This is an optimization exercise on Yosys and OpenROAD, whose aim is small area, a short achievable clock period and few clock cycles per item, not a production implementation.
Function was checked by simulation only, so behaviour that the tests miss may differ from the original.
Power figures rest on the tool's default switching activity, not on a simulated workload.

==> flow/design.v <==
module mul_csa (
    input  wire [13:0] w,
    input  wire [6:0]  one,
    input  wire [6:0]  two,
    input  wire [6:0]  neg,
    output wire [27:0] r0,
    output wire [27:0] r1,
    output wire [27:0] r2
);
    wire t1 = (one[0] & w[0]) ^ neg[0];
    wire t2 = ((one[0] & w[1]) | (two[0] & w[0])) ^ neg[0];
    wire t3 = ((one[0] & w[2]) | (two[0] & w[1])) ^ neg[0];
    wire t4 = ((one[0] & w[3]) | (two[0] & w[2])) ^ neg[0];
    wire t5 = ((one[0] & w[4]) | (two[0] & w[3])) ^ neg[0];
    wire t6 = ((one[0] & w[5]) | (two[0] & w[4])) ^ neg[0];
    wire t7 = ((one[0] & w[6]) | (two[0] & w[5])) ^ neg[0];
    wire t8 = ((one[0] & w[7]) | (two[0] & w[6])) ^ neg[0];
    wire t9 = ((one[0] & w[8]) | (two[0] & w[7])) ^ neg[0];
    wire t10 = ((one[0] & w[9]) | (two[0] & w[8])) ^ neg[0];
    wire t11 = ((one[0] & w[10]) | (two[0] & w[9])) ^ neg[0];
    wire t12 = ((one[0] & w[11]) | (two[0] & w[10])) ^ neg[0];
    wire t13 = ((one[0] & w[12]) | (two[0] & w[11])) ^ neg[0];
    wire t14 = ((one[0] & w[13]) | (two[0] & w[12])) ^ neg[0];
    wire t15 = ~(((one[0] & w[13]) | (two[0] & w[13])) ^ neg[0]);
    wire t16 = (one[1] & w[0]) ^ neg[1];
    wire t17 = ((one[1] & w[1]) | (two[1] & w[0])) ^ neg[1];
    wire t18 = ((one[1] & w[2]) | (two[1] & w[1])) ^ neg[1];
    wire t19 = ((one[1] & w[3]) | (two[1] & w[2])) ^ neg[1];
    wire t20 = ((one[1] & w[4]) | (two[1] & w[3])) ^ neg[1];
    wire t21 = ((one[1] & w[5]) | (two[1] & w[4])) ^ neg[1];
    wire t22 = ((one[1] & w[6]) | (two[1] & w[5])) ^ neg[1];
    wire t23 = ((one[1] & w[7]) | (two[1] & w[6])) ^ neg[1];
    wire t24 = ((one[1] & w[8]) | (two[1] & w[7])) ^ neg[1];
    wire t25 = ((one[1] & w[9]) | (two[1] & w[8])) ^ neg[1];
    wire t26 = ((one[1] & w[10]) | (two[1] & w[9])) ^ neg[1];
    wire t27 = ((one[1] & w[11]) | (two[1] & w[10])) ^ neg[1];
    wire t28 = ((one[1] & w[12]) | (two[1] & w[11])) ^ neg[1];
    wire t29 = ((one[1] & w[13]) | (two[1] & w[12])) ^ neg[1];
    wire t30 = ~(((one[1] & w[13]) | (two[1] & w[13])) ^ neg[1]);
    wire t31 = (one[2] & w[0]) ^ neg[2];
    wire t32 = ((one[2] & w[1]) | (two[2] & w[0])) ^ neg[2];
    wire t33 = ((one[2] & w[2]) | (two[2] & w[1])) ^ neg[2];
    wire t34 = ((one[2] & w[3]) | (two[2] & w[2])) ^ neg[2];
    wire t35 = ((one[2] & w[4]) | (two[2] & w[3])) ^ neg[2];
    wire t36 = ((one[2] & w[5]) | (two[2] & w[4])) ^ neg[2];
    wire t37 = ((one[2] & w[6]) | (two[2] & w[5])) ^ neg[2];
    wire t38 = ((one[2] & w[7]) | (two[2] & w[6])) ^ neg[2];
    wire t39 = ((one[2] & w[8]) | (two[2] & w[7])) ^ neg[2];
    wire t40 = ((one[2] & w[9]) | (two[2] & w[8])) ^ neg[2];
    wire t41 = ((one[2] & w[10]) | (two[2] & w[9])) ^ neg[2];
    wire t42 = ((one[2] & w[11]) | (two[2] & w[10])) ^ neg[2];
    wire t43 = ((one[2] & w[12]) | (two[2] & w[11])) ^ neg[2];
    wire t44 = ((one[2] & w[13]) | (two[2] & w[12])) ^ neg[2];
    wire t45 = ~(((one[2] & w[13]) | (two[2] & w[13])) ^ neg[2]);
    wire t46 = (one[3] & w[0]) ^ neg[3];
    wire t47 = ((one[3] & w[1]) | (two[3] & w[0])) ^ neg[3];
    wire t48 = ((one[3] & w[2]) | (two[3] & w[1])) ^ neg[3];
    wire t49 = ((one[3] & w[3]) | (two[3] & w[2])) ^ neg[3];
    wire t50 = ((one[3] & w[4]) | (two[3] & w[3])) ^ neg[3];
    wire t51 = ((one[3] & w[5]) | (two[3] & w[4])) ^ neg[3];
    wire t52 = ((one[3] & w[6]) | (two[3] & w[5])) ^ neg[3];
    wire t53 = ((one[3] & w[7]) | (two[3] & w[6])) ^ neg[3];
    wire t54 = ((one[3] & w[8]) | (two[3] & w[7])) ^ neg[3];
    wire t55 = ((one[3] & w[9]) | (two[3] & w[8])) ^ neg[3];
    wire t56 = ((one[3] & w[10]) | (two[3] & w[9])) ^ neg[3];
    wire t57 = ((one[3] & w[11]) | (two[3] & w[10])) ^ neg[3];
    wire t58 = ((one[3] & w[12]) | (two[3] & w[11])) ^ neg[3];
    wire t59 = ((one[3] & w[13]) | (two[3] & w[12])) ^ neg[3];
    wire t60 = ~(((one[3] & w[13]) | (two[3] & w[13])) ^ neg[3]);
    wire t61 = (one[4] & w[0]) ^ neg[4];
    wire t62 = ((one[4] & w[1]) | (two[4] & w[0])) ^ neg[4];
    wire t63 = ((one[4] & w[2]) | (two[4] & w[1])) ^ neg[4];
    wire t64 = ((one[4] & w[3]) | (two[4] & w[2])) ^ neg[4];
    wire t65 = ((one[4] & w[4]) | (two[4] & w[3])) ^ neg[4];
    wire t66 = ((one[4] & w[5]) | (two[4] & w[4])) ^ neg[4];
    wire t67 = ((one[4] & w[6]) | (two[4] & w[5])) ^ neg[4];
    wire t68 = ((one[4] & w[7]) | (two[4] & w[6])) ^ neg[4];
    wire t69 = ((one[4] & w[8]) | (two[4] & w[7])) ^ neg[4];
    wire t70 = ((one[4] & w[9]) | (two[4] & w[8])) ^ neg[4];
    wire t71 = ((one[4] & w[10]) | (two[4] & w[9])) ^ neg[4];
    wire t72 = ((one[4] & w[11]) | (two[4] & w[10])) ^ neg[4];
    wire t73 = ((one[4] & w[12]) | (two[4] & w[11])) ^ neg[4];
    wire t74 = ((one[4] & w[13]) | (two[4] & w[12])) ^ neg[4];
    wire t75 = ~(((one[4] & w[13]) | (two[4] & w[13])) ^ neg[4]);
    wire t76 = (one[5] & w[0]) ^ neg[5];
    wire t77 = ((one[5] & w[1]) | (two[5] & w[0])) ^ neg[5];
    wire t78 = ((one[5] & w[2]) | (two[5] & w[1])) ^ neg[5];
    wire t79 = ((one[5] & w[3]) | (two[5] & w[2])) ^ neg[5];
    wire t80 = ((one[5] & w[4]) | (two[5] & w[3])) ^ neg[5];
    wire t81 = ((one[5] & w[5]) | (two[5] & w[4])) ^ neg[5];
    wire t82 = ((one[5] & w[6]) | (two[5] & w[5])) ^ neg[5];
    wire t83 = ((one[5] & w[7]) | (two[5] & w[6])) ^ neg[5];
    wire t84 = ((one[5] & w[8]) | (two[5] & w[7])) ^ neg[5];
    wire t85 = ((one[5] & w[9]) | (two[5] & w[8])) ^ neg[5];
    wire t86 = ((one[5] & w[10]) | (two[5] & w[9])) ^ neg[5];
    wire t87 = ((one[5] & w[11]) | (two[5] & w[10])) ^ neg[5];
    wire t88 = ((one[5] & w[12]) | (two[5] & w[11])) ^ neg[5];
    wire t89 = ((one[5] & w[13]) | (two[5] & w[12])) ^ neg[5];
    wire t90 = ~(((one[5] & w[13]) | (two[5] & w[13])) ^ neg[5]);
    wire t91 = (one[6] & w[0]) ^ neg[6];
    wire t92 = ((one[6] & w[1]) | (two[6] & w[0])) ^ neg[6];
    wire t93 = ((one[6] & w[2]) | (two[6] & w[1])) ^ neg[6];
    wire t94 = ((one[6] & w[3]) | (two[6] & w[2])) ^ neg[6];
    wire t95 = ((one[6] & w[4]) | (two[6] & w[3])) ^ neg[6];
    wire t96 = ((one[6] & w[5]) | (two[6] & w[4])) ^ neg[6];
    wire t97 = ((one[6] & w[6]) | (two[6] & w[5])) ^ neg[6];
    wire t98 = ((one[6] & w[7]) | (two[6] & w[6])) ^ neg[6];
    wire t99 = ((one[6] & w[8]) | (two[6] & w[7])) ^ neg[6];
    wire t100 = ((one[6] & w[9]) | (two[6] & w[8])) ^ neg[6];
    wire t101 = ((one[6] & w[10]) | (two[6] & w[9])) ^ neg[6];
    wire t102 = ((one[6] & w[11]) | (two[6] & w[10])) ^ neg[6];
    wire t103 = ((one[6] & w[12]) | (two[6] & w[11])) ^ neg[6];
    wire t104 = ((one[6] & w[13]) | (two[6] & w[12])) ^ neg[6];
    wire t105 = ~(((one[6] & w[13]) | (two[6] & w[13])) ^ neg[6]);
    wire t106 = t3 ^ t16 ^ neg[1];
    wire t107 = (t3 & t16) | (t3 & neg[1]) | (t16 & neg[1]);
    wire t108 = t4 ^ t17 ^ t107;
    wire t109 = (t4 & t17) | (t4 & t107) | (t17 & t107);
    wire t110 = t5 ^ t18 ^ t31;
    wire t111 = (t5 & t18) | (t5 & t31) | (t18 & t31);
    wire t112 = neg[2] ^ t110 ^ t109;
    wire t113 = (neg[2] & t110) | (neg[2] & t109) | (t110 & t109);
    wire t114 = t6 ^ t19 ^ t32;
    wire t115 = (t6 & t19) | (t6 & t32) | (t19 & t32);
    wire t116 = t111 ^ t114;
    wire t117 = t111 & t114;
    wire t118 = t7 ^ t20 ^ t33;
    wire t119 = (t7 & t20) | (t7 & t33) | (t20 & t33);
    wire t120 = t46 ^ neg[3] ^ t115;
    wire t121 = (t46 & neg[3]) | (t46 & t115) | (neg[3] & t115);
    wire t122 = t118 ^ t117 ^ t120;
    wire t123 = (t118 & t117) | (t118 & t120) | (t117 & t120);
    wire t124 = t8 ^ t21 ^ t34;
    wire t125 = (t8 & t21) | (t8 & t34) | (t21 & t34);
    wire t126 = t47 ^ t119 ^ t124;
    wire t127 = (t47 & t119) | (t47 & t124) | (t119 & t124);
    wire t128 = t121 ^ t126;
    wire t129 = t121 & t126;
    wire t130 = t9 ^ t22 ^ t35;
    wire t131 = (t9 & t22) | (t9 & t35) | (t22 & t35);
    wire t132 = t48 ^ t61 ^ neg[4];
    wire t133 = (t48 & t61) | (t48 & neg[4]) | (t61 & neg[4]);
    wire t134 = t125 ^ t130 ^ t132;
    wire t135 = (t125 & t130) | (t125 & t132) | (t130 & t132);
    wire t136 = t127 ^ t134;
    wire t137 = t127 & t134;
    wire t138 = t10 ^ t23 ^ t36;
    wire t139 = (t10 & t23) | (t10 & t36) | (t23 & t36);
    wire t140 = t49 ^ t62 ^ t131;
    wire t141 = (t49 & t62) | (t49 & t131) | (t62 & t131);
    wire t142 = t133 ^ t138 ^ t135;
    wire t143 = (t133 & t138) | (t133 & t135) | (t138 & t135);
    wire t144 = t11 ^ t24 ^ t37;
    wire t145 = (t11 & t24) | (t11 & t37) | (t24 & t37);
    wire t146 = t50 ^ t63 ^ t76;
    wire t147 = (t50 & t63) | (t50 & t76) | (t63 & t76);
    wire t148 = neg[5] ^ t139 ^ t144;
    wire t149 = (neg[5] & t139) | (neg[5] & t144) | (t139 & t144);
    wire t150 = t146 ^ t141 ^ t148;
    wire t151 = (t146 & t141) | (t146 & t148) | (t141 & t148);
    wire t152 = t12 ^ t25 ^ t38;
    wire t153 = (t12 & t25) | (t12 & t38) | (t25 & t38);
    wire t154 = t51 ^ t64 ^ t77;
    wire t155 = (t51 & t64) | (t51 & t77) | (t64 & t77);
    wire t156 = t145 ^ t147 ^ t152;
    wire t157 = (t145 & t147) | (t145 & t152) | (t147 & t152);
    wire t158 = t154 ^ t149 ^ t156;
    wire t159 = (t154 & t149) | (t154 & t156) | (t149 & t156);
    wire t160 = t13 ^ t26 ^ t39;
    wire t161 = (t13 & t26) | (t13 & t39) | (t26 & t39);
    wire t162 = t52 ^ t65 ^ t78;
    wire t163 = (t52 & t65) | (t52 & t78) | (t65 & t78);
    wire t164 = t91 ^ neg[6] ^ t153;
    wire t165 = (t91 & neg[6]) | (t91 & t153) | (neg[6] & t153);
    wire t166 = t155 ^ t160 ^ t162;
    wire t167 = (t155 & t160) | (t155 & t162) | (t160 & t162);
    wire t168 = t157 ^ t164 ^ t166;
    wire t169 = (t157 & t164) | (t157 & t166) | (t164 & t166);
    wire t170 = t14 ^ t27 ^ t40;
    wire t171 = (t14 & t27) | (t14 & t40) | (t27 & t40);
    wire t172 = t53 ^ t66 ^ t79;
    wire t173 = (t53 & t66) | (t53 & t79) | (t66 & t79);
    wire t174 = t92 ^ t161 ^ t163;
    wire t175 = (t92 & t161) | (t92 & t163) | (t161 & t163);
    wire t176 = t170 ^ t172 ^ t165;
    wire t177 = (t170 & t172) | (t170 & t165) | (t172 & t165);
    wire t178 = t167 ^ t174;
    wire t179 = t167 & t174;
    wire t180 = t15 ^ t28 ^ t41;
    wire t181 = (t15 & t28) | (t15 & t41) | (t28 & t41);
    wire t182 = t54 ^ t67 ^ t80;
    wire t183 = (t54 & t67) | (t54 & t80) | (t67 & t80);
    wire t184 = t93 ^ 1'b1 ^ t171;
    wire t185 = (t93 & 1'b1) | (t93 & t171) | (1'b1 & t171);
    wire t186 = t173 ^ t180 ^ t182;
    wire t187 = (t173 & t180) | (t173 & t182) | (t180 & t182);
    wire t188 = t175 ^ t184 ^ t186;
    wire t189 = (t175 & t184) | (t175 & t186) | (t184 & t186);
    wire t190 = t29 ^ t42 ^ t55;
    wire t191 = (t29 & t42) | (t29 & t55) | (t42 & t55);
    wire t192 = t68 ^ t81 ^ t94;
    wire t193 = (t68 & t81) | (t68 & t94) | (t81 & t94);
    wire t194 = 1'b1 ^ t181 ^ t183;
    wire t195 = (1'b1 & t181) | (1'b1 & t183) | (t181 & t183);
    wire t196 = t190 ^ t192 ^ t185;
    wire t197 = (t190 & t192) | (t190 & t185) | (t192 & t185);
    wire t198 = t187 ^ t194;
    wire t199 = t187 & t194;
    wire t200 = t30 ^ t43 ^ t56;
    wire t201 = (t30 & t43) | (t30 & t56) | (t43 & t56);
    wire t202 = t69 ^ t82 ^ t95;
    wire t203 = (t69 & t82) | (t69 & t95) | (t82 & t95);
    wire t204 = t191 ^ t193 ^ t200;
    wire t205 = (t191 & t193) | (t191 & t200) | (t193 & t200);
    wire t206 = t202 ^ t195 ^ t204;
    wire t207 = (t202 & t195) | (t202 & t204) | (t195 & t204);
    wire t208 = t44 ^ t57 ^ t70;
    wire t209 = (t44 & t57) | (t44 & t70) | (t57 & t70);
    wire t210 = t83 ^ t96 ^ 1'b1;
    wire t211 = (t83 & t96) | (t83 & 1'b1) | (t96 & 1'b1);
    wire t212 = t201 ^ t203 ^ t208;
    wire t213 = (t201 & t203) | (t201 & t208) | (t203 & t208);
    wire t214 = t210 ^ t205 ^ t212;
    wire t215 = (t210 & t205) | (t210 & t212) | (t205 & t212);
    wire t216 = t45 ^ t58 ^ t71;
    wire t217 = (t45 & t58) | (t45 & t71) | (t58 & t71);
    wire t218 = t84 ^ t97 ^ t209;
    wire t219 = (t84 & t97) | (t84 & t209) | (t97 & t209);
    wire t220 = t211 ^ t216 ^ t213;
    wire t221 = (t211 & t216) | (t211 & t213) | (t216 & t213);
    wire t222 = t59 ^ t72 ^ t85;
    wire t223 = (t59 & t72) | (t59 & t85) | (t72 & t85);
    wire t224 = t98 ^ 1'b1 ^ t217;
    wire t225 = (t98 & 1'b1) | (t98 & t217) | (1'b1 & t217);
    wire t226 = t222 ^ t219 ^ t224;
    wire t227 = (t222 & t219) | (t222 & t224) | (t219 & t224);
    wire t228 = t60 ^ t73 ^ t86;
    wire t229 = (t60 & t73) | (t60 & t86) | (t73 & t86);
    wire t230 = t99 ^ t223 ^ t228;
    wire t231 = (t99 & t223) | (t99 & t228) | (t223 & t228);
    wire t232 = t225 ^ t230;
    wire t233 = t225 & t230;
    wire t234 = t74 ^ t87 ^ t100;
    wire t235 = (t74 & t87) | (t74 & t100) | (t87 & t100);
    wire t236 = 1'b1 ^ t229 ^ t234;
    wire t237 = (1'b1 & t229) | (1'b1 & t234) | (t229 & t234);
    wire t238 = t231 ^ t236;
    wire t239 = t231 & t236;
    wire t240 = t75 ^ t88 ^ t101;
    wire t241 = (t75 & t88) | (t75 & t101) | (t88 & t101);
    wire t242 = t235 ^ t240 ^ t237;
    wire t243 = (t235 & t240) | (t235 & t237) | (t240 & t237);
    wire t244 = t89 ^ t102 ^ 1'b1;
    wire t245 = (t89 & t102) | (t89 & 1'b1) | (t102 & 1'b1);
    wire t246 = t241 ^ t244;
    wire t247 = t241 & t244;
    wire t248 = t90 ^ t103 ^ t245;
    wire t249 = (t90 & t103) | (t90 & t245) | (t103 & t245);
    wire t250 = t104 ^ 1'b1 ^ t249;
    wire t251 = (t104 & 1'b1) | (t104 & t249) | (1'b1 & t249);
    assign r0[0] = t1;
    assign r0[1] = t2;
    assign r0[2] = t106;
    assign r0[3] = t108;
    assign r0[4] = t112;
    assign r0[5] = t113;
    assign r0[6] = t122;
    assign r0[7] = t123;
    assign r0[8] = t129;
    assign r0[9] = t140;
    assign r0[10] = t143;
    assign r0[11] = t151;
    assign r0[12] = t159;
    assign r0[13] = t169;
    assign r0[14] = t177;
    assign r0[15] = t189;
    assign r0[16] = t197;
    assign r0[17] = t207;
    assign r0[18] = t218;
    assign r0[19] = t221;
    assign r0[20] = t227;
    assign r0[21] = t233;
    assign r0[22] = t239;
    assign r0[23] = t243;
    assign r0[24] = t247;
    assign r0[25] = t250;
    assign r0[26] = t105;
    assign r0[27] = 1'b1;
    assign r1[0] = neg[0];
    assign r1[1] = 1'b0;
    assign r1[2] = 1'b0;
    assign r1[3] = 1'b0;
    assign r1[4] = 1'b0;
    assign r1[5] = t116;
    assign r1[6] = 1'b0;
    assign r1[7] = t128;
    assign r1[8] = t136;
    assign r1[9] = t137;
    assign r1[10] = t150;
    assign r1[11] = t158;
    assign r1[12] = t168;
    assign r1[13] = t176;
    assign r1[14] = t179;
    assign r1[15] = t196;
    assign r1[16] = t199;
    assign r1[17] = t214;
    assign r1[18] = t215;
    assign r1[19] = t226;
    assign r1[20] = t232;
    assign r1[21] = t238;
    assign r1[22] = t242;
    assign r1[23] = t246;
    assign r1[24] = t248;
    assign r1[25] = 1'b0;
    assign r1[26] = t251;
    assign r1[27] = 1'b0;
    assign r2[0] = 1'b0;
    assign r2[1] = 1'b0;
    assign r2[2] = 1'b0;
    assign r2[3] = 1'b0;
    assign r2[4] = 1'b0;
    assign r2[5] = 1'b0;
    assign r2[6] = 1'b0;
    assign r2[7] = 1'b0;
    assign r2[8] = 1'b0;
    assign r2[9] = t142;
    assign r2[10] = 1'b0;
    assign r2[11] = 1'b0;
    assign r2[12] = 1'b0;
    assign r2[13] = t178;
    assign r2[14] = t188;
    assign r2[15] = t198;
    assign r2[16] = t206;
    assign r2[17] = 1'b0;
    assign r2[18] = t220;
    assign r2[19] = 1'b0;
    assign r2[20] = 1'b0;
    assign r2[21] = 1'b0;
    assign r2[22] = 1'b0;
    assign r2[23] = 1'b0;
    assign r2[24] = 1'b0;
    assign r2[25] = 1'b0;
    assign r2[26] = 1'b0;
    assign r2[27] = 1'b0;
endmodule
module acc_add (
    input  wire [27:0] a,
    input  wire [27:0] r0,
    input  wire [27:0] r1,
    input  wire [27:0] r2,
    output wire [27:0] y
);
    wire [27:0] x0;
    wire [27:0] x1;
    wire v1 = r0[9] ^ r1[9];
    wire v2 = r0[9] & r1[9];
    wire v3 = r0[10] ^ r1[10];
    wire v4 = r0[10] & r1[10];
    wire v5 = r0[11] ^ r1[11];
    wire v6 = r0[11] & r1[11];
    wire v7 = r0[12] ^ r1[12];
    wire v8 = r0[12] & r1[12];
    wire v9 = r0[13] ^ r1[13] ^ r2[13];
    wire v10 = (r0[13] & r1[13]) | (r0[13] & r2[13]) | (r1[13] & r2[13]);
    wire v11 = r0[14] ^ r1[14] ^ r2[14];
    wire v12 = (r0[14] & r1[14]) | (r0[14] & r2[14]) | (r1[14] & r2[14]);
    wire v13 = r0[15] ^ r1[15] ^ r2[15];
    wire v14 = (r0[15] & r1[15]) | (r0[15] & r2[15]) | (r1[15] & r2[15]);
    wire v15 = r0[16] ^ r1[16] ^ r2[16];
    wire v16 = (r0[16] & r1[16]) | (r0[16] & r2[16]) | (r1[16] & r2[16]);
    wire v17 = r0[17] ^ r1[17];
    wire v18 = r0[17] & r1[17];
    wire v19 = r0[18] ^ r1[18] ^ r2[18];
    wire v20 = (r0[18] & r1[18]) | (r0[18] & r2[18]) | (r1[18] & r2[18]);
    wire v21 = r0[19] ^ r1[19];
    wire v22 = r0[19] & r1[19];
    wire v23 = r0[20] ^ r1[20];
    wire v24 = r0[20] & r1[20];
    wire v25 = r0[21] ^ r1[21];
    wire v26 = r0[21] & r1[21];
    wire v27 = r0[22] ^ r1[22];
    wire v28 = r0[22] & r1[22];
    wire v29 = r0[23] ^ r1[23];
    wire v30 = r0[23] & r1[23];
    wire v31 = r0[24] ^ r1[24];
    wire v32 = r0[24] & r1[24];
    wire v33 = r0[0] ^ r1[0];
    wire v34 = r0[0] & r1[0];
    wire v35 = r0[1] ^ a[1];
    wire v36 = r0[1] & a[1];
    wire v37 = r0[2] ^ a[2];
    wire v38 = r0[2] & a[2];
    wire v39 = r0[3] ^ a[3];
    wire v40 = r0[3] & a[3];
    wire v41 = r0[4] ^ a[4];
    wire v42 = r0[4] & a[4];
    wire v43 = r0[5] ^ r1[5] ^ a[5];
    wire v44 = (r0[5] & r1[5]) | (r0[5] & a[5]) | (r1[5] & a[5]);
    wire v45 = r0[6] ^ a[6];
    wire v46 = r0[6] & a[6];
    wire v47 = r0[7] ^ r1[7] ^ a[7];
    wire v48 = (r0[7] & r1[7]) | (r0[7] & a[7]) | (r1[7] & a[7]);
    wire v49 = r0[8] ^ r1[8] ^ a[8];
    wire v50 = (r0[8] & r1[8]) | (r0[8] & a[8]) | (r1[8] & a[8]);
    wire v51 = r2[9] ^ a[9] ^ v1;
    wire v52 = (r2[9] & a[9]) | (r2[9] & v1) | (a[9] & v1);
    wire v53 = a[10] ^ v2 ^ v3;
    wire v54 = (a[10] & v2) | (a[10] & v3) | (v2 & v3);
    wire v55 = a[11] ^ v4 ^ v5;
    wire v56 = (a[11] & v4) | (a[11] & v5) | (v4 & v5);
    wire v57 = a[12] ^ v6 ^ v7;
    wire v58 = (a[12] & v6) | (a[12] & v7) | (v6 & v7);
    wire v59 = a[13] ^ v8 ^ v9;
    wire v60 = (a[13] & v8) | (a[13] & v9) | (v8 & v9);
    wire v61 = a[14] ^ v10 ^ v11;
    wire v62 = (a[14] & v10) | (a[14] & v11) | (v10 & v11);
    wire v63 = a[15] ^ v12 ^ v13;
    wire v64 = (a[15] & v12) | (a[15] & v13) | (v12 & v13);
    wire v65 = a[16] ^ v14 ^ v15;
    wire v66 = (a[16] & v14) | (a[16] & v15) | (v14 & v15);
    wire v67 = a[17] ^ v16 ^ v17;
    wire v68 = (a[17] & v16) | (a[17] & v17) | (v16 & v17);
    wire v69 = a[18] ^ v18 ^ v19;
    wire v70 = (a[18] & v18) | (a[18] & v19) | (v18 & v19);
    wire v71 = a[19] ^ v20 ^ v21;
    wire v72 = (a[19] & v20) | (a[19] & v21) | (v20 & v21);
    wire v73 = a[20] ^ v22 ^ v23;
    wire v74 = (a[20] & v22) | (a[20] & v23) | (v22 & v23);
    wire v75 = a[21] ^ v24 ^ v25;
    wire v76 = (a[21] & v24) | (a[21] & v25) | (v24 & v25);
    wire v77 = a[22] ^ v26 ^ v27;
    wire v78 = (a[22] & v26) | (a[22] & v27) | (v26 & v27);
    wire v79 = a[23] ^ v28 ^ v29;
    wire v80 = (a[23] & v28) | (a[23] & v29) | (v28 & v29);
    wire v81 = a[24] ^ v30 ^ v31;
    wire v82 = (a[24] & v30) | (a[24] & v31) | (v30 & v31);
    wire v83 = r0[25] ^ a[25] ^ v32;
    wire v84 = (r0[25] & a[25]) | (r0[25] & v32) | (a[25] & v32);
    wire v85 = r0[26] ^ r1[26] ^ a[26];
    wire v86 = (r0[26] & r1[26]) | (r0[26] & a[26]) | (r1[26] & a[26]);
    wire v87 = 1'b1 ^ a[27];
    wire v88 = 1'b1 & a[27];
    assign x0[0] = a[0];
    assign x1[0] = v33;
    assign x0[1] = v34;
    assign x1[1] = v35;
    assign x0[2] = v36;
    assign x1[2] = v37;
    assign x0[3] = v38;
    assign x1[3] = v39;
    assign x0[4] = v40;
    assign x1[4] = v41;
    assign x0[5] = v42;
    assign x1[5] = v43;
    assign x0[6] = v44;
    assign x1[6] = v45;
    assign x0[7] = v46;
    assign x1[7] = v47;
    assign x0[8] = v48;
    assign x1[8] = v49;
    assign x0[9] = v50;
    assign x1[9] = v51;
    assign x0[10] = v52;
    assign x1[10] = v53;
    assign x0[11] = v54;
    assign x1[11] = v55;
    assign x0[12] = v56;
    assign x1[12] = v57;
    assign x0[13] = v58;
    assign x1[13] = v59;
    assign x0[14] = v60;
    assign x1[14] = v61;
    assign x0[15] = v62;
    assign x1[15] = v63;
    assign x0[16] = v64;
    assign x1[16] = v65;
    assign x0[17] = v66;
    assign x1[17] = v67;
    assign x0[18] = v68;
    assign x1[18] = v69;
    assign x0[19] = v70;
    assign x1[19] = v71;
    assign x0[20] = v72;
    assign x1[20] = v73;
    assign x0[21] = v74;
    assign x1[21] = v75;
    assign x0[22] = v76;
    assign x1[22] = v77;
    assign x0[23] = v78;
    assign x1[23] = v79;
    assign x0[24] = v80;
    assign x1[24] = v81;
    assign x0[25] = v82;
    assign x1[25] = v83;
    assign x0[26] = v84;
    assign x1[26] = v85;
    assign x0[27] = v86;
    assign x1[27] = v87;
    wire p0 = x0[0] ^ x1[0];
    wire g0 = x0[0] & x1[0];
    wire p1 = x0[1] ^ x1[1];
    wire g1 = x0[1] & x1[1];
    wire p2 = x0[2] ^ x1[2];
    wire g2 = x0[2] & x1[2];
    wire p3 = x0[3] ^ x1[3];
    wire g3 = x0[3] & x1[3];
    wire p4 = x0[4] ^ x1[4];
    wire g4 = x0[4] & x1[4];
    wire p5 = x0[5] ^ x1[5];
    wire g5 = x0[5] & x1[5];
    wire p6 = x0[6] ^ x1[6];
    wire g6 = x0[6] & x1[6];
    wire p7 = x0[7] ^ x1[7];
    wire g7 = x0[7] & x1[7];
    wire p8 = x0[8] ^ x1[8];
    wire g8 = x0[8] & x1[8];
    wire p9 = x0[9] ^ x1[9];
    wire g9 = x0[9] & x1[9];
    wire p10 = x0[10] ^ x1[10];
    wire g10 = x0[10] & x1[10];
    wire p11 = x0[11] ^ x1[11];
    wire g11 = x0[11] & x1[11];
    wire p12 = x0[12] ^ x1[12];
    wire g12 = x0[12] & x1[12];
    wire p13 = x0[13] ^ x1[13];
    wire g13 = x0[13] & x1[13];
    wire p14 = x0[14] ^ x1[14];
    wire g14 = x0[14] & x1[14];
    wire p15 = x0[15] ^ x1[15];
    wire g15 = x0[15] & x1[15];
    wire p16 = x0[16] ^ x1[16];
    wire g16 = x0[16] & x1[16];
    wire p17 = x0[17] ^ x1[17];
    wire g17 = x0[17] & x1[17];
    wire p18 = x0[18] ^ x1[18];
    wire g18 = x0[18] & x1[18];
    wire p19 = x0[19] ^ x1[19];
    wire g19 = x0[19] & x1[19];
    wire p20 = x0[20] ^ x1[20];
    wire g20 = x0[20] & x1[20];
    wire p21 = x0[21] ^ x1[21];
    wire g21 = x0[21] & x1[21];
    wire p22 = x0[22] ^ x1[22];
    wire g22 = x0[22] & x1[22];
    wire p23 = x0[23] ^ x1[23];
    wire g23 = x0[23] & x1[23];
    wire p24 = x0[24] ^ x1[24];
    wire g24 = x0[24] & x1[24];
    wire p25 = x0[25] ^ x1[25];
    wire g25 = x0[25] & x1[25];
    wire p26 = x0[26] ^ x1[26];
    wire g26 = x0[26] & x1[26];
    wire p27 = x0[27] ^ x1[27];
    wire g27 = x0[27] & x1[27];
    wire G0_1 = g1 | (p1 & g0);
    wire P0_1 = p1 & p0;
    wire G0_3 = g3 | (p3 & g2);
    wire P0_3 = p3 & p2;
    wire G0_5 = g5 | (p5 & g4);
    wire P0_5 = p5 & p4;
    wire G0_7 = g7 | (p7 & g6);
    wire P0_7 = p7 & p6;
    wire G0_9 = g9 | (p9 & g8);
    wire P0_9 = p9 & p8;
    wire G0_11 = g11 | (p11 & g10);
    wire P0_11 = p11 & p10;
    wire G0_13 = g13 | (p13 & g12);
    wire P0_13 = p13 & p12;
    wire G0_15 = g15 | (p15 & g14);
    wire P0_15 = p15 & p14;
    wire G0_17 = g17 | (p17 & g16);
    wire P0_17 = p17 & p16;
    wire G0_19 = g19 | (p19 & g18);
    wire P0_19 = p19 & p18;
    wire G0_21 = g21 | (p21 & g20);
    wire P0_21 = p21 & p20;
    wire G0_23 = g23 | (p23 & g22);
    wire P0_23 = p23 & p22;
    wire G0_25 = g25 | (p25 & g24);
    wire P0_25 = p25 & p24;
    wire G0_27 = g27 | (p27 & g26);
    wire P0_27 = p27 & p26;
    wire G1_2 = g2 | (p2 & G0_1);
    wire P1_2 = p2 & P0_1;
    wire G1_3 = G0_3 | (P0_3 & G0_1);
    wire P1_3 = P0_3 & P0_1;
    wire G1_6 = g6 | (p6 & G0_5);
    wire P1_6 = p6 & P0_5;
    wire G1_7 = G0_7 | (P0_7 & G0_5);
    wire P1_7 = P0_7 & P0_5;
    wire G1_10 = g10 | (p10 & G0_9);
    wire P1_10 = p10 & P0_9;
    wire G1_11 = G0_11 | (P0_11 & G0_9);
    wire P1_11 = P0_11 & P0_9;
    wire G1_14 = g14 | (p14 & G0_13);
    wire P1_14 = p14 & P0_13;
    wire G1_15 = G0_15 | (P0_15 & G0_13);
    wire P1_15 = P0_15 & P0_13;
    wire G1_18 = g18 | (p18 & G0_17);
    wire P1_18 = p18 & P0_17;
    wire G1_19 = G0_19 | (P0_19 & G0_17);
    wire P1_19 = P0_19 & P0_17;
    wire G1_22 = g22 | (p22 & G0_21);
    wire P1_22 = p22 & P0_21;
    wire G1_23 = G0_23 | (P0_23 & G0_21);
    wire P1_23 = P0_23 & P0_21;
    wire G1_26 = g26 | (p26 & G0_25);
    wire P1_26 = p26 & P0_25;
    wire G1_27 = G0_27 | (P0_27 & G0_25);
    wire P1_27 = P0_27 & P0_25;
    wire G2_4 = g4 | (p4 & G1_3);
    wire P2_4 = p4 & P1_3;
    wire G2_5 = G0_5 | (P0_5 & G1_3);
    wire P2_5 = P0_5 & P1_3;
    wire G2_6 = G1_6 | (P1_6 & G1_3);
    wire P2_6 = P1_6 & P1_3;
    wire G2_7 = G1_7 | (P1_7 & G1_3);
    wire P2_7 = P1_7 & P1_3;
    wire G2_12 = g12 | (p12 & G1_11);
    wire P2_12 = p12 & P1_11;
    wire G2_13 = G0_13 | (P0_13 & G1_11);
    wire P2_13 = P0_13 & P1_11;
    wire G2_14 = G1_14 | (P1_14 & G1_11);
    wire P2_14 = P1_14 & P1_11;
    wire G2_15 = G1_15 | (P1_15 & G1_11);
    wire P2_15 = P1_15 & P1_11;
    wire G2_20 = g20 | (p20 & G1_19);
    wire P2_20 = p20 & P1_19;
    wire G2_21 = G0_21 | (P0_21 & G1_19);
    wire P2_21 = P0_21 & P1_19;
    wire G2_22 = G1_22 | (P1_22 & G1_19);
    wire P2_22 = P1_22 & P1_19;
    wire G2_23 = G1_23 | (P1_23 & G1_19);
    wire P2_23 = P1_23 & P1_19;
    wire G3_8 = g8 | (p8 & G2_7);
    wire P3_8 = p8 & P2_7;
    wire G3_9 = G0_9 | (P0_9 & G2_7);
    wire P3_9 = P0_9 & P2_7;
    wire G3_10 = G1_10 | (P1_10 & G2_7);
    wire P3_10 = P1_10 & P2_7;
    wire G3_11 = G1_11 | (P1_11 & G2_7);
    wire P3_11 = P1_11 & P2_7;
    wire G3_12 = G2_12 | (P2_12 & G2_7);
    wire P3_12 = P2_12 & P2_7;
    wire G3_13 = G2_13 | (P2_13 & G2_7);
    wire P3_13 = P2_13 & P2_7;
    wire G3_14 = G2_14 | (P2_14 & G2_7);
    wire P3_14 = P2_14 & P2_7;
    wire G3_15 = G2_15 | (P2_15 & G2_7);
    wire P3_15 = P2_15 & P2_7;
    wire G3_24 = g24 | (p24 & G2_23);
    wire P3_24 = p24 & P2_23;
    wire G3_25 = G0_25 | (P0_25 & G2_23);
    wire P3_25 = P0_25 & P2_23;
    wire G3_26 = G1_26 | (P1_26 & G2_23);
    wire P3_26 = P1_26 & P2_23;
    wire G3_27 = G1_27 | (P1_27 & G2_23);
    wire P3_27 = P1_27 & P2_23;
    wire G4_16 = g16 | (p16 & G3_15);
    wire P4_16 = p16 & P3_15;
    wire G4_17 = G0_17 | (P0_17 & G3_15);
    wire P4_17 = P0_17 & P3_15;
    wire G4_18 = G1_18 | (P1_18 & G3_15);
    wire P4_18 = P1_18 & P3_15;
    wire G4_19 = G1_19 | (P1_19 & G3_15);
    wire P4_19 = P1_19 & P3_15;
    wire G4_20 = G2_20 | (P2_20 & G3_15);
    wire P4_20 = P2_20 & P3_15;
    wire G4_21 = G2_21 | (P2_21 & G3_15);
    wire P4_21 = P2_21 & P3_15;
    wire G4_22 = G2_22 | (P2_22 & G3_15);
    wire P4_22 = P2_22 & P3_15;
    wire G4_23 = G2_23 | (P2_23 & G3_15);
    wire P4_23 = P2_23 & P3_15;
    wire G4_24 = G3_24 | (P3_24 & G3_15);
    wire P4_24 = P3_24 & P3_15;
    wire G4_25 = G3_25 | (P3_25 & G3_15);
    wire P4_25 = P3_25 & P3_15;
    wire G4_26 = G3_26 | (P3_26 & G3_15);
    wire P4_26 = P3_26 & P3_15;
    wire G4_27 = G3_27 | (P3_27 & G3_15);
    wire P4_27 = P3_27 & P3_15;
    assign y[0] = p0;
    assign y[1] = p1 ^ g0;
    assign y[2] = p2 ^ G0_1;
    assign y[3] = p3 ^ G1_2;
    assign y[4] = p4 ^ G1_3;
    assign y[5] = p5 ^ G2_4;
    assign y[6] = p6 ^ G2_5;
    assign y[7] = p7 ^ G2_6;
    assign y[8] = p8 ^ G2_7;
    assign y[9] = p9 ^ G3_8;
    assign y[10] = p10 ^ G3_9;
    assign y[11] = p11 ^ G3_10;
    assign y[12] = p12 ^ G3_11;
    assign y[13] = p13 ^ G3_12;
    assign y[14] = p14 ^ G3_13;
    assign y[15] = p15 ^ G3_14;
    assign y[16] = p16 ^ G3_15;
    assign y[17] = p17 ^ G4_16;
    assign y[18] = p18 ^ G4_17;
    assign y[19] = p19 ^ G4_18;
    assign y[20] = p20 ^ G4_19;
    assign y[21] = p21 ^ G4_20;
    assign y[22] = p22 ^ G4_21;
    assign y[23] = p23 ^ G4_22;
    assign y[24] = p24 ^ G4_23;
    assign y[25] = p25 ^ G4_24;
    assign y[26] = p26 ^ G4_25;
    assign y[27] = p27 ^ G4_26;
endmodule
`timescale 1ns/1ps
`default_nettype none
module matvec3
(
    input  logic               clk,
    input  logic               reset,
    input  logic               input_valid,
    output logic               input_ready,
    input  logic signed [13:0] input_data,
    output logic               output_valid,
    input  logic               output_ready,
    output logic signed [27:0] output_data
);
    logic [3:0]         ph;        
    logic signed [13:0] ring [12];
    logic signed [13:0] ring0_d;
    logic signed [13:0] x_n;       
    logic [6:0]         one_q;     
    logic [6:0]         two_q;
    logic [6:0]         neg_q;
    logic [3:0]         wc;
    logic               active;    
    logic [3:0]         pi;        
    logic [1:0]         pc;        
    logic [1:0]         xl;        
    logic               fire_d;
    logic               first_d;
    logic               last_d;
    logic [27:0]        s_q;
    logic [27:0]        c_q;
    logic [27:0]        e_q;
    logic [27:0]        acc;
    logic [27:0]        s_d;
    logic [27:0]        c_d;
    logic [27:0]        e_d;
    logic [3:0]         pi_ph;     
    logic [3:0]         ph_n;
    logic [3:0]         wc_n;
    logic               active_n;
    logic [3:0]         pi_n;
    logic [1:0]         pc_n;
    logic [1:0]         xl_n;
    logic               ready_n;
    logic accept;
    logic fire;
    logic cancel;
    logic retire;
    function automatic logic slot_free(input logic [3:0] w, input logic act,
                                       input logic [3:0] p);
        if (w < 4'd9)       slot_free = !act || (p > w);
        else if (w == 4'd9) slot_free = !act;
        else                slot_free = 1'b1;
    endfunction
    assign accept      = input_valid && input_ready;
    assign pi_ph       = (pi < 4'd2) ? pi + 4'd10 : pi - 4'd2;
    assign cancel      = fire_d && first_d && output_valid && !output_ready;
    assign retire      = fire_d && !cancel;
    assign fire        = active && (ph == pi_ph) && (xl > pc) && !cancel;
    assign output_data = acc;
    always_comb begin
        ph_n     = (ph == 4'd11) ? 4'd0 : ph + 4'd1;
        wc_n     = wc;
        active_n = active;
        pi_n     = pi;
        pc_n     = pc;
        xl_n     = xl;
        if (accept) begin
            wc_n = (wc == 4'd11) ? 4'd0 : wc + 4'd1;
            if (wc == 4'd9) begin
                active_n = 1'b1;
                pi_n     = '0;
                pc_n     = '0;
                xl_n     = 2'd1;
            end else if (wc > 4'd9) begin
                xl_n = xl + 2'd1;
            end
        end
        if (fire) begin
            pi_n = pi + 4'd1;
            pc_n = (pc == 2'd2) ? 2'd0 : pc + 2'd1;
            if (pi == 4'd8) active_n = 1'b0;
        end else if (cancel) begin
            pi_n = pi - 4'd1;
            pc_n = '0;
        end
        ready_n = (ph_n == wc_n) && slot_free(wc_n, active_n, pi_n);
    end
    assign ring0_d = accept ? input_data : ring[11];
    always_comb begin
        if (ph >= 4'd9)      x_n = ring0_d;
        else if (ph <= 4'd2) x_n = ring[2];
        else                 x_n = ring[5];
    end
    logic [14:0] x_ext;
    assign x_ext = {x_n, 1'b0};
    always_ff @(posedge clk) begin
        for (int k = 0; k < 7; k++) begin
            logic b2, b1, b0;
            b2 = x_ext[2*k+2];
            b1 = x_ext[2*k+1];
            b0 = x_ext[2*k];
            one_q[k] <= b1 ^ b0;
            two_q[k] <= (b2 & !b1 & !b0) | (!b2 & b1 & b0);
            neg_q[k] <= b2;
        end
    end
    mul_csa mul_i (
        .w  (ring[9]),
        .one(one_q),
        .two(two_q),
        .neg(neg_q),
        .r0 (s_d),
        .r1 (c_d),
        .r2 (e_d)
    );
    always_ff @(posedge clk) begin
        ring[0] <= ring0_d;
        for (int k = 1; k < 12; k++) ring[k] <= ring[k-1];
        s_q     <= s_d;
        c_q     <= c_d;
        e_q     <= e_d;
        first_d <= (pc == 2'd0);
        last_d  <= (pc == 2'd2);
    end
    logic [27:0] a_m;
    assign a_m = first_d ? 28'd0 : acc;
    logic [27:0] sum;
    acc_add add_i (
        .a  (a_m),
        .r0 (s_q),
        .r1 (c_q),
        .r2 (e_q),
        .y  (sum)
    );
    always_ff @(posedge clk) begin
        if (retire) begin
            acc <= sum;
        end
    end
    always_ff @(posedge clk) begin
        if (reset) begin
            ph           <= '0;
            wc           <= '0;
            active       <= 1'b0;
            pi           <= '0;
            pc           <= '0;
            xl           <= '0;
            fire_d       <= 1'b0;
            input_ready  <= 1'b1;
            output_valid <= 1'b0;
        end else begin
            ph           <= ph_n;
            wc           <= wc_n;
            active       <= active_n;
            pi           <= pi_n;
            pc           <= pc_n;
            xl           <= xl_n;
            fire_d       <= fire;
            input_ready  <= ready_n;
            if (retire && last_d)   output_valid <= 1'b1;
            else if (output_ready)  output_valid <= 1'b0;
        end
    end
endmodule
`default_nettype wire
==> flow/flow/run.sh <==
#!/bin/bash
# The standard layout (standard.sh) with two changes:
# - clock tree synthesis adds no dummy loads to balance the tree;
# - the port buffers are buf_1 cells.
set -o pipefail
export CTS_ARGS="-sink_clustering_enable -repair_clock_nets -sink_clustering_size 40 -buf_list sky130_fd_sc_hd__clkbuf_8 -dont_use_dummy_load"
export BUFFER_PORTS_ARGS="-buffer_cell sky130_fd_sc_hd__buf_1"
bash standard.sh > standard.log 2>&1
==> flow/standard.sh <==
#!/bin/bash
# synth_recipe.tcl (not shown) runs the flow's synth.tcl, then flattens the netlist and writes it again
# the make line also repeats each setting of config.mk as NAME=value (left out here)
make -C /OpenROAD-flow-scripts/flow DESIGN_CONFIG=/design/flow/config.mk WORK_HOME=/design/flow/orfs CLKGATE_MAP_FILE= SYNTH_SCRIPT=/design/flow/synth_recipe.tcl "${@:-finish}"
==> flow/config.mk <==
export PLATFORM = sky130hd
export DESIGN_NAME = matvec3
export DESIGN_NICKNAME = matvec3
export VERILOG_FILES = /design/flow/design.v
export SDC_FILE = /design/flow/constraint.sdc
export NUM_CORES = 4
export LEC_CHECK = 0
export ABC_AREA = 1
export CAP_MARGIN = 20
export CORE_MARGIN = 2
export CORE_UTILIZATION = 40
export CTS_BUF_LIST = sky130_fd_sc_hd__clkbuf_8
export CTS_CLUSTER_SIZE = 40
export SETUP_SLACK_MARGIN = 4.2
export SLEW_MARGIN = 20
==> flow/constraint.sdc <==
create_clock -name core_clock -period 7.0 [get_ports {clk}]
set_input_delay 1.4000 -clock core_clock [delete_from_list [all_inputs] [get_ports {clk}]]
set_output_delay 1.4000 -clock core_clock [all_outputs]
set_load 0.01 [all_outputs]
==> impl_metrics.toml, run 1 <==
[power]
power_leakage_uw = 0.00751
powerDensity_nw_per_um2 = 536
irDropWorstVdd_v = 0.000183

[clock_tree]
root_buffer = "clkbuf_8"
htreeDepth = 2
cts_sinks = 293
cts_tree = "done"
cts_buffers = 47
cts.path.max_buffers = 3
clock_latency_ps = 570
clk_pin_slew_ps = 60

[sta]
setup_tns_ps = 0
max_freq_mhz = 345
setup_viol = 0
slew_headroom_pct = 42.0
finClkSkew_ps = 60.7
rsz0062_at_grt = "yes"
finalHoldViolCount = 0
drv_slew = 0
fin_crit_ps = 2900
worst-slew-pin-transition_ps = 870
fin_crit_sh_pct = 41.5

[global_route]
grt_pass1_vias = 9414
use_met3_pct = 2.83
grt_first_pass_wirelength_mm = 47.0
antenna_found_initial = 0
overflow = 0
grt_usage_pct = 16.0
use_met1_pct = 21.4
grt_max_degree = 29
grt_util_met2_pct = 26.1
grt.busiest_layer = "met2"

[detailed_routing]
drtIter0Drc = 576
totalWireLength_mm = 29.8
drc = 0
vias_per_cell = 4.70
via_count = 9503
drt-pass1-iter-count = 5
post_drt_wl_per_cell_um = 14.8
ant_nets = 0

[worst_setup_path]
required_ps = 7270
reg2reg_from = "add_i.r2[13]$_DFF_P_"
r2r_cells = 11
critPathLaunchType = "flop"
path_class = "flop to flop"
endpoint_kind = "flop"
r2r_setup_slack_ps = 4100
crit_fanout = 3
reg2reg_to = "acc[17]$_DFFE_PP_"
arrival_ps = 3180

[place]
placed_area_um2 = 14500
port_buffers = 47
gp_congestion = 0.879
dp_hpwl_mm = 20.4
dp.cells = 1913

[die]
die_w_um = 190
die-height_um = 190
ios = 48
core_area_um2 = 34400
die_area_um2 = 36200
initial_core_util_pct = 40.4
num_rows = 68

[final_layout]
final_area_um2 = 16000
fin_cells = 2020
areaGrowthSynthToFinish_pct = 15.5
n_antenna_cell = 0
finalNetCount = 1746
drive_gt1_share_pct = 15.5
final_util_pct = 46.6

[worst_hold_path]
hold_path_depth = 0
hold_class = "flop to flop"
worstHoldEndpoint = "ring[11][13]$_DFF_P_"
min-delay-start = "ring[10][13]$_DFF_P_"

[yosys]
syn-cell-area_um2 = 13900
syn-num-nets = 1639
yosys.area.top_type_share_pct = 38.2
synthCells = 1460
synth_top_cell_by_area = "dfxtp_1"
yosysWarnings = 3
syn_area_per_cell_um2 = 9.51
synth.ff_latch_count = 293
synth_async_sr_flop_share_pct = 0
yosysMostFrequentCell = "dfxtp_1"
ys_seq_area_share_pct = 44.3
synth.distinct_cells = 42
synth-edff-count = 28
synthFlopType = "dfxtp_1"
yosys-top-cells-count = "dfxtp_1 (265), inv_1 (258), nand2_1 (243), xor2_1 (109), o22ai_1 (91)"
synthTopCellsByArea = "dfxtp_1 (38%), fa_1 (12%), inv_1 (7.0%), xor2_1 (6.9%), ha_1 (6.9%)"

[job]
max_cap_violations = 0

[run_status]
status = "complete, no violations"
## final cells by class
| type | count | area (µm²) |
|---|---|---|
| Clock buffer | 47 | 647 |
| Fill cell | 3235 | 18300 |
| Inverter | 268 | 1100 |
| Multi-Input combinational cell | 850 | 6850 |
| Sequential cell | 293 | 6190 |
| Tap cell | 455 | 569 |
| Timing Repair Buffer | 100 | 628 |
| Timing Repair inverter | 7 | 40.0 |
## how the worst max path moves through the flow
stage	slack, ps	from	endpoint	cells past startpoint
2_1_floorplan	4030	output_ready	input_ready$_SDFF_PP1_	17
3_3_place_gp	3430	first_d$_DFF_P_	acc[17]$_DFFE_PP_	10
3_5_place_dp	3320	first_d$_DFF_P_	acc[17]$_DFFE_PP_	10
4_1_cts	4070	add_i.r2[13]$_DFF_P_	acc[17]$_DFFE_PP_	11
5_1_grt	4020	add_i.r2[13]$_DFF_P_	acc[17]$_DFFE_PP_	11
6_report	4100	add_i.r2[13]$_DFF_P_	acc[17]$_DFFE_PP_	11
## timing repair
| item | in CTS | in global routing |
|---|---|---|
| pin swaps | 3 | 21 |
| cloned | 0 | 9 |
| hold buffers | 0 | 0 |
| setup buffers | 5 | 46 |
| setup endpoints to repair | 34 | 29 |
| gates resized for setup | 17 | 112 |
## sequential cells by signal, indices dropped and copies added, names as in the netlist
name          flops
output_valid      1
ph                4
active            1
fire_d            1
s_q              27
input_ready       1
wc                4
add_i.r1         21
first_d           1
acc              28
ring            168
add_i.r2          6
pi                4
two_q             7
one_q             7
pc                2
neg_q             7
last_d            1
xl                2
## layout by cell type (no fill, tap or decap), types with 5 or more instances in the layout
cell type	instances
o21ai_0	24
clkbuf_8	47
clkinvlp_4	21
clkinvlp_2	5
dfxtp_2	15
nor2_1	66
nand2_4	11
edfxtp_1	28
nand2_2	17
nand3_2	6
inv_1	237
dfxtp_1	244
a21oi_2	11
buf_1	45
ha_4	8
xor2_1	109
o21ai_1	9
ha_1	68
nand2_1	220
xnor2_1	14
a21oi_1	27
o22ai_1	88
o211ai_2	6
buf_4	44
a21oi_4	6
fa_1	84
nand3_1	40
inv_2	8
dfxtp_4	6
## routing by layer
layer | part of all wire (%) | vias up | wire length, µm
li1 | - | 4761 | -
met1 | 46 | 4424 | 13600
met2 | 46 | 248 | 13800
met3 | 4.9 | 70 | 1460
met4 | 3.1 | 0 | 910
met5 | 0 | - | 0
## stage by stage
stage | total power, µW | worst slack [ps] | hold WS [ps]
after CTS | 8040 | 4070 | 302
after detailed placement | 6740 | 3320 | 312
after floorplan | 5730 | 4030 | 310
after global placement | 6620 | 3430 | 310
final | 8590 | 4100 | 312
after global routing | 9540 | 4020 | 310
## kinds of logic after synthesis
logic type                 after synthesis  synth area share, %
and+or+nand+nor                        377                 11.2
DFF                                    293                 44.3
xor gates and xnor gates               123                 7.76
AOI/OAI and AO/OA                      188                 8.67
adders and majority gates              161                 19.1
buffers and inverters                  318                 8.95
## critical path: stages (launching register included)
cell	delay (ps)
dfxtp_2	320
fa_1	520
inv_1	40
fa_1	480
inv_2	50
ha_4	250
a21oi_2	140
o21ai_1	90
a21oi_2	160
nand2_4	100
fa_2	350
xor2_1	160
## power by group
| group | switching, µW | internal [µW] | leakage, µW |
|---|---|---|---|
| Combinational | 2860 | 2070 | 0.00470 |
| Clock | 573 | 590 | 0.000338 |
| Sequential | 211 | 2280 | 0.00248 |
Testbench counts, summed over its fixed seeds: cycles 4,680, items 1,152.
==> inputs of run 2 (changes only) <==
--- a/flow/config.mk
+++ b/flow/config.mk
@@ -13,3 +13,3 @@
 export CTS_CLUSTER_SIZE = 40
-export SETUP_SLACK_MARGIN = 4.2
+export SETUP_SLACK_MARGIN = 3.9
 export SLEW_MARGIN = 20
==> impl_metrics.toml, run 2 <==
[sta]
fin_crit_sh_pct = 44.2
fin_crit_ps = 3090
worst-slew-pin-transition_ps = 902
slew_headroom_pct = 39.9
setup_tns_ps = 0
max_freq_mhz = 323
finalHoldViolCount = 0
rsz0062_at_grt = "yes"
drv_slew = 0
finClkSkew_ps = 70.6
setup_viol = 0

[detailed_routing]
drc = 0
drt-pass1-iter-count = 7
via_count = 9223
drtIter0Drc = 460
totalWireLength_mm = 27.6
post_drt_wl_per_cell_um = 14.0
ant_nets = 0
vias_per_cell = 4.69

[yosys]
synthCells = 1460
synth.distinct_cells = 42
synth_async_sr_flop_share_pct = 0
yosysMostFrequentCell = "dfxtp_1"
synthTopCellsByArea = "dfxtp_1 (38%), fa_1 (12%), inv_1 (7.0%), xor2_1 (6.9%), ha_1 (6.9%)"
yosys-top-cells-count = "dfxtp_1 (265), inv_1 (258), nand2_1 (243), xor2_1 (109), o22ai_1 (91)"
synth.ff_latch_count = 293
synthFlopType = "dfxtp_1"
yosysWarnings = 3
syn-num-nets = 1639
yosys.area.top_type_share_pct = 38.2
synth-edff-count = 28
ys_seq_area_share_pct = 44.3
syn_area_per_cell_um2 = 9.51
syn-cell-area_um2 = 13900
synth_top_cell_by_area = "dfxtp_1"

[worst_hold_path]
min-delay-start = "ring[10][3]$_DFF_P_"
hold_class = "flop to flop"

[power]
power_leakage_uw = 0.00723
p_total_uw = 7920
powerDensity_nw_per_um2 = 519
irDropWorstVdd_v = 0.000205

[place]
dp_hpwl_mm = 20.0
gp_congestion = 0.865
port_buffers = 47

[die]
core_area_um2 = 34400
die_area_um2 = 36200
die-height_um = 190
die_w_um = 190
num_rows = 68
initial_core_util_pct = 40.4
ios = 48

[final_layout]
final_common_cell = "dfxtp_1"
areaGrowthSynthToFinish_pct = 9.99
fillerInstances = 3357
final_cell_mix = "dfxtp_1 (260), inv_1 (257), nand2_1 (237)"
drive_gt1_share_pct = 7.74
finalNetCount = 1693
n_antenna_cell = 0
reg.largest.list = "ring (168), acc (28), s_q (27)"
largest_reg_flops = 168
top_register = "ring"

[global_route]
antenna_found_initial = 0
grt_usage_pct = 15.7
grt_pass1_vias = 9203
grt_first_pass_wirelength_mm = 45.9
grt_max_degree = 29
overflow = 0

[clock_tree]
htreeDepth = 2
clk_pin_slew_ps = 60
root_buffer = "clkbuf_8"
clock_latency_ps = 570
cts_sinks = 293
cts_tree = "done"
hold_buffers = 0
cts_buffers = 47
cts.path.max_buffers = 3

[worst_setup_path]
critPathLaunchType = "flop"
critPathLaunch = "first_d$_DFF_P_"
reg2reg_from = "first_d$_DFF_P_"
arrival_ps = 3360
crit_fanout = 16
path_class = "flop to flop"
required_ps = 7270
endpoint_kind = "flop"

[job]
max_cap_violations = 0

[run_status]
status = "complete, no violations"
-- run 2: cell counts after synthesis --
Identical to the previous run, type by type.
-- run 2: stage by stage --
stage,setup slack (ps),area [µm²],utilization [%],hold slack (ps),instances
5_1_grt,3780,15300,44.4,271,1967
4_1_cts,3780,15100,44.0,257,1964
6_report,3910,15300,44.4,261,1967
3_3_place_gp,3210,14400,41.9,310,1914
3_5_place_dp,3160,14400,41.9,312,1914
2_1_floorplan,3900,13900,-,310,1460
-- run 2: cell type report --
type,count,area [µm²],share of cell area [%]
tap,455,569,3.73
sequential,293,6150,40.3
multi-input combinational,849,6610,43.3
inverter,268,1010,6.63
clock buffer,47,647,4.24
timing repair buffer,55,278,1.82
-- run 2: logic make-up after synthesis --
family	Yosys count	synth area share [%]
AOI/OAI and AO/OA	188	8.67
xor gates and xnor gates	123	7.76
adders and majority gates	161	19.1
DFF	293	44.3
and+or+nand+nor	377	11.2
buffers and inverters	318	8.95
-- run 2: path summary, 6_finish.rpt --
kind	to	slack, ps	cells past startpoint
max	acc[17]$_DFFE_PP_	3910	13
min	ring[11][3]$_DFF_P_	260	0
max reg2reg	acc[17]$_DFFE_PP_	3910	13
min reg2reg	ring[11][3]$_DFF_P_	260	0
-- run 2: what timing repair did --
item	in CTS	in global routing
pin swaps	2	7
endpoints found under the setup margin	17	17
gates cloned	0	0
gates resized for setup	15	23
setup buffers	3	3
-- run 2: routing by layer --
metal / track usage, % / wire [µm]
met1: 21.3 / 13000
met2: 25.4 / 12500
met3: 2.71 / 1470
met4: 5.07 / 621
met5: 0 / 0
-- run 2: critical path, stage by stage, from the launching register on --
cell        delay [ps]
dfxtp_1            330
buf_12             160
clkinvlp_4          90
buf_12             100
nand2_1             60
fa_1               530
inv_1               40
ha_1               330
a21oi_2            190
o21ai_1            140
a21oi_2            200
nand2_4             90
fa_1               400
xor2_1             170
-- run 2: where the power goes --
part	switching, µW	internal, µW
combinational	2580	1720
sequential	184	2280
clock	564	589
==> inputs of run 3 (changes only) <==
--- a/flow/config.mk
+++ b/flow/config.mk
@@ -13,3 +13,3 @@
 export CTS_CLUSTER_SIZE = 40
-export SETUP_SLACK_MARGIN = 3.9
+export SETUP_SLACK_MARGIN = 4.05
 export SLEW_MARGIN = 20
==> impl_metrics.toml, run 3 <==
[clock_tree]
htreeDepth = 2
cts_sinks = 293
cts.path.max_buffers = 3
hold_buffers = 0
cts_tree = "done"
clk_pin_slew_ps = 60
clock_latency_ps = 570
root_buffer = "clkbuf_8"
cts_buffers = 48

[detailed_routing]
totalWireLength_mm = 27.8
drt-pass1-iter-count = 5
post_drt_wl_per_cell_um = 14.1
ant_nets = 0
drtIter0Drc = 549
via_count = 9198
vias_per_cell = 4.67
drc = 0

[final_layout]
final_area_um2 = 15300
areaGrowthSynthToFinish_pct = 10.2
largest_reg_flops = 168
fin_cells = 1971
top_register = "ring"
drive_gt1_share_pct = 7.98
n_antenna_cell = 0
reg.largest.list = "ring (168), acc (28), s_q (27)"
final_cell_mix = "dfxtp_1 (258), inv_1 (256), nand2_1 (239)"
final_common_cell = "dfxtp_1"
finalNetCount = 1697

[worst_setup_path]
critPathLaunch = "add_i.r2[13]$_DFF_P_"
r2r_setup_slack_ps = 4140
r2r_cells = 11
reg2reg_from = "add_i.r2[13]$_DFF_P_"
arrival_ps = 3140
critPathLaunchType = "flop"
path_class = "flop to flop"
crit_end = "acc[17]$_DFFE_PP_"
crit_fanout = 4
endpoint_kind = "flop"
reg2reg_to = "acc[17]$_DFFE_PP_"
required_ps = 7280

[place]
dp_hpwl_mm = 20.3
dp.cells = 1913
port_buffers = 47
placed_area_um2 = 14400
gp_congestion = 0.864

[yosys]
synthCells = 1460
synth_top_cell_by_area = "dfxtp_1"
yosysWarnings = 3
yosysMostFrequentCell = "dfxtp_1"
synth.distinct_cells = 42
synthFlopType = "dfxtp_1"
syn-num-nets = 1639
syn_area_per_cell_um2 = 9.51
yosys.area.top_type_share_pct = 38.2
yosys-top-cells-count = "dfxtp_1 (265), inv_1 (258), nand2_1 (243), xor2_1 (109), o22ai_1 (91)"
synth-edff-count = 28
syn-cell-area_um2 = 13900
ys_seq_area_share_pct = 44.3
synth.ff_latch_count = 293
synthTopCellsByArea = "dfxtp_1 (38%), fa_1 (12%), inv_1 (7.0%), xor2_1 (6.9%), ha_1 (6.9%)"
synth_async_sr_flop_share_pct = 0

[global_route]
antenna_found_initial = 0
grt_first_pass_wirelength_mm = 46.7
grt_pass1_vias = 9437
overflow = 0
grt_usage_pct = 15.8
grt_max_degree = 23

[sta]
setup_tns_ps = 0
finalHoldViolCount = 0
slew_headroom_pct = 45.8
drv_slew = 0
fin_crit_sh_pct = 40.9
setup_viol = 0
finClkSkew_ps = 49.1
rsz0062_at_grt = "yes"
max_freq_mhz = 349
fin_crit_ps = 2860
worst-slew-pin-transition_ps = 813

[die]
num_rows = 68
die_area_um2 = 36200
die-height_um = 190
die_w_um = 190
core_area_um2 = 34400
initial_core_util_pct = 40.4
ios = 48

[power]
irDropWorstVdd_v = 0.000174
powerDensity_nw_per_um2 = 525
power_leakage_uw = 0.00724

[run_status]
status = "complete, no violations"

[job]
max_cap_violations = 0

[worst_hold_path]
hold_class = "flop to flop"
==> run 3: power breakdown <==
part / switching (µW) / internal (µW) / leakage, µW
combinational: 2620 / 1780 / 0.00442
clock: 572 / 601 / 0.000345
sequential: 185 / 2280 / 0.00247
==> run 3: kinds of logic (layout without fill, tap and decap cells) <==
| family | after synthesis | count (layout) | synth area share, % |
|---|---|---|---|
| XOR/XNOR | 123 | 123 | 7.76 |
| buffers and inverters | 318 | 374 | 8.95 |
| adder cells (fa/ha/maj) | 161 | 161 | 19.1 |
| flip-flops | 293 | 293 | 44.3 |
| AND/OR/NAND/NOR | 377 | 377 | 11.2 |
| AO/OA/AOI/OAI | 188 | 188 | 8.67 |
==> run 3: metal layers <==
layer	track usage, %	vias to the layer above	wire length [µm]
met5	0	-	0
met4	5.04	0	694
met3	3.05	59	1380
met2	25.7	213	12500
met1	21.3	4271	13200
li1	-	4655	-
==> run 3: final cells by class <==
type	count	area, µm²
well taps	455	569
clock buffers	48	661
flip-flops and latches	293	6160
repair buffers	58	267
fillers	3325	19100
multi-input cells	849	6620
inverters	268	1020
==> run 3: repair_timing <==
| item | 4_1_cts | 5_1_grt |
|---|---|---|
| setup endpoints to repair | 25 | 15 |
| resized for setup | 9 | 24 |
| setup buffers | 4 | 6 |
| pin swaps | 3 | 4 |
==> run 3: worst min-delay path by stage <==
stage | to | start | slack (ps) | cells past startpoint
after floorplan | ring[11][0]$_DFF_P_ | ring[10][0]$_DFF_P_ | 310 | 0
after global placement | ring[9][2]$_DFF_P_ | ring[8][2]$_DFF_P_ | 310 | 0
after detailed placement | ring[1][0]$_DFF_P_ | ring[0][0]$_DFF_P_ | 310 | 0
after CTS | ring[5][2]$_DFF_P_ | ring[4][2]$_DFF_P_ | 290 | 0
after global routing | ring[5][2]$_DFF_P_ | ring[4][2]$_DFF_P_ | 310 | 0
final | ring[5][2]$_DFF_P_ | ring[4][2]$_DFF_P_ | 290 | 0
==> run 3: per-stage QoR <==
stage / power [µW] / setup slack [ps] / util, % / hold slack, ps
2_1_floorplan: 5670 / 4030 / - / 310
3_3_place_gp: 6580 / 3460 / 42.0 / 310
3_5_place_dp: 6680 / 3390 / 42.0 / 312
4_1_cts: 7920 / 4000 / 44.1 / 287
5_1_grt: 8990 / 3980 / 44.5 / 311
6_report: 8030 / 4140 / 44.5 / 291
==> run 3: worst max-delay path, stage by stage, from the launching register on <==
cell	delay, ps
dfxtp_1	310
fa_1	540
inv_1	50
fa_1	470
inv_1	60
ha_4	240
a21oi_4	120
o21ai_1	80
a21oi_2	160
nand2_4	80
fa_2	340
xor2_1	170
==> inputs of run 4 (changes only) <==
--- a/flow/config.mk
+++ b/flow/config.mk
@@ -13,3 +13,3 @@
 export CTS_CLUSTER_SIZE = 40
-export SETUP_SLACK_MARGIN = 4.05
+export SETUP_SLACK_MARGIN = 4.0
 export SLEW_MARGIN = 20
==> impl_metrics.toml, run 4 <==
[run_status]
status = "complete, no violations"

[detailed_routing]
via_count = 9205
drtIter0Drc = 460
drc = 0
drt-pass1-iter-count = 5
vias_per_cell = 4.68
ant_nets = 0
totalWireLength_mm = 27.5

[place]
gp_congestion = 0.861
dp.cells = 1913
dp_hpwl_mm = 20.2
port_buffers = 47
pre_cts_slack_ps = 3160

[yosys]
synth_async_sr_flop_share_pct = 0
syn-num-nets = 1639
yosys-top-cells-count = "dfxtp_1 (265), inv_1 (258), nand2_1 (243), xor2_1 (109), o22ai_1 (91)"
yosysMostFrequentCell = "dfxtp_1"
syn-cell-area_um2 = 13900
synthTopCellsByArea = "dfxtp_1 (38%), fa_1 (12%), inv_1 (7.0%), xor2_1 (6.9%), ha_1 (6.9%)"
synthFlopType = "dfxtp_1"
ys_seq_area_share_pct = 44.3
synth.distinct_cells = 42
yosys.area.top_type_share_pct = 38.2

[worst_hold_path]
hold_path_depth = 0
hold_class = "flop to flop"
worstHoldEndpoint = "ring[8][1]$_DFF_P_"

[worst_setup_path]
crit_buf_inv = 0
critPathMaxStageDelay_ps = 550
cp_slowest_cell = "fa_1"
cp_top_family = "adder cells"
required_ps = 7270
path_class = "flop to flop"
critPathLaunchType = "flop"
worstPathCellList = "fa_1, fa_1, ha_1, nand2_1, nor4_1, nand2_1, nand2_4, fa_2"
reg2reg_from = "add_i.r2[14]$_DFF_P_"
reg2reg_to = "acc[16]$_DFFE_PP_"

[clock_tree]
cts_buffers = 50
cts_sinks = 293
clk_pin_slew_ps = 60
cts_tree = "done"
root_buffer = "clkbuf_8"

[power]
power_leakage_uw = 0.00721
p_total_uw = 7910
powerDensity_nw_per_um2 = 520
irDropWorstVdd_v = 0.000186

[final_layout]
top_register = "ring"
fin_cells = 1967
n_antenna_cell = 0
final_common_cell = "dfxtp_1"
largest_reg_flops = 168
finalNetCount = 1693

[global_route]
grt_usage_pct = 15.7
grt.busiest_layer = "met2"
use_met3_pct = 3.05
grt_first_pass_wirelength_mm = 46.0
use_met1_pct = 21.0
grt_util_met2_pct = 25.3
antenna_found_initial = 0

[sta]
worst-slew-pin-transition_ps = 853
max_freq_mhz = 345
setup_viol = 0
finClkSkew_ps = 62.0
timing.final.ws_setup_ps = 4100
fin_crit_ps = 2900
finalHoldViolCount = 0
setup_tns_ps = 0
drv_slew = 0
slew_headroom_pct = 43.2

[die]
die_area_um2 = 36200
ios = 48

[job]
max_cap_violations = 0
## run 4: layer usage
metal,part of all wire [%],vias to the layer above
li1,-,4649
met1,47,4267
met2,45,225
met3,5.3,64
met4,2.8,0
met5,0,-
## run 4: worst max-delay path by stage
| stage | startpoint | endpoint | depth (start not counted) |
|---|---|---|---|
| after floorplan | input_valid | input_ready$_SDFF_PP1_ | 16 |
| after detailed placement | input_valid | input_ready$_SDFF_PP1_ | 17 |
| after CTS | add_i.r2[13]$_DFF_P_ | acc[17]$_DFFE_PP_ | 11 |
| after global routing | pi[1]$_SDFF_PP0_ | input_ready$_SDFF_PP1_ | 23 |
| final | add_i.r2[14]$_DFF_P_ | acc[16]$_DFFE_PP_ | 8 |
| after global placement | input_valid | input_ready$_SDFF_PP1_ | 17 |
## run 4: power breakdown
group | internal (µW) | switching (µW)
registers | 2280 | 184
clock network | 625 | 584
logic | 1700 | 2540
total | 4610 | 3310
## run 4: final cells by class
class                   count  area [µm²]  share of cell area [%]
flip-flops and latches    293        6160                    40.5
multi-input cells         849        6570                    43.2
clock buffers              50         688                    4.52
well taps                 455         569                    3.74
repair buffers             52         218                    1.43
inverters                 268        1010                    6.65
## run 4: logic make-up (layout without fill, tap and decap cells)
kind of cell,after synthesis,count (layout),synth area share (%)
AND/OR/NAND/NOR,377,377,11.2
buffers and inverters,318,370,8.95
flip-flops,293,293,44.3
AO/OA/AOI/OAI,188,188,8.67
adder cells (fa/ha/maj),161,161,19.1
XOR/XNOR,123,123,7.76
## run 4: stage by stage
stage / util, % / hold slack (ps)
after floorplan: - / 310
after global placement: 42.0 / 310
after detailed placement: 42.0 / 312
after CTS: 44.1 / 315
after global routing: 44.3 / 324
final: 44.3 / 312
## run 4: repair_timing
action / in CTS / in global routing
gates resized for setup: 10 / 17
buffers inserted: 2 / 2
endpoints found under the setup margin: 25 / 15
hold buffers: 0 / 0
pin swaps: 1 / 2
## run 4: worst reg2reg max path: stages (launching register included)
cell and delay (ps):
dfxtp_1 310, fa_1 550, fa_1 420, ha_1 360, nand2_1 110, nor4_1 230
nand2_1 130, nand2_4 100, fa_2 430

static timing again, ports no longer ideal:
In the flow no input, the clock included, has a driving cell. The finished layouts below were timed again as built, in two steps.
Step 1 assumes that a clkbuf_16 drives the clock port and a buf_2 every other input.
Step 2 times the ports against the registers' clock, not the clock port: input delays grow and output delays shrink by t, the midpoint of the rising clock arrivals with the driver on.
Slacks: no drivers / after step 1 / after step 2; pairs: no drivers / after step 1.
run | t, ns | setup slack, ns
run 1 | 0.585 | 4.099 / 4.099 / 3.795
run 2 | 0.586 | 3.907 / 3.907 / 3.610
run 3 | 0.589 | 4.138 / 4.138 / 3.646
run 4 | 0.596 | 4.100 / 4.100 / 3.594
After both steps every run listed still meets setup and hold.
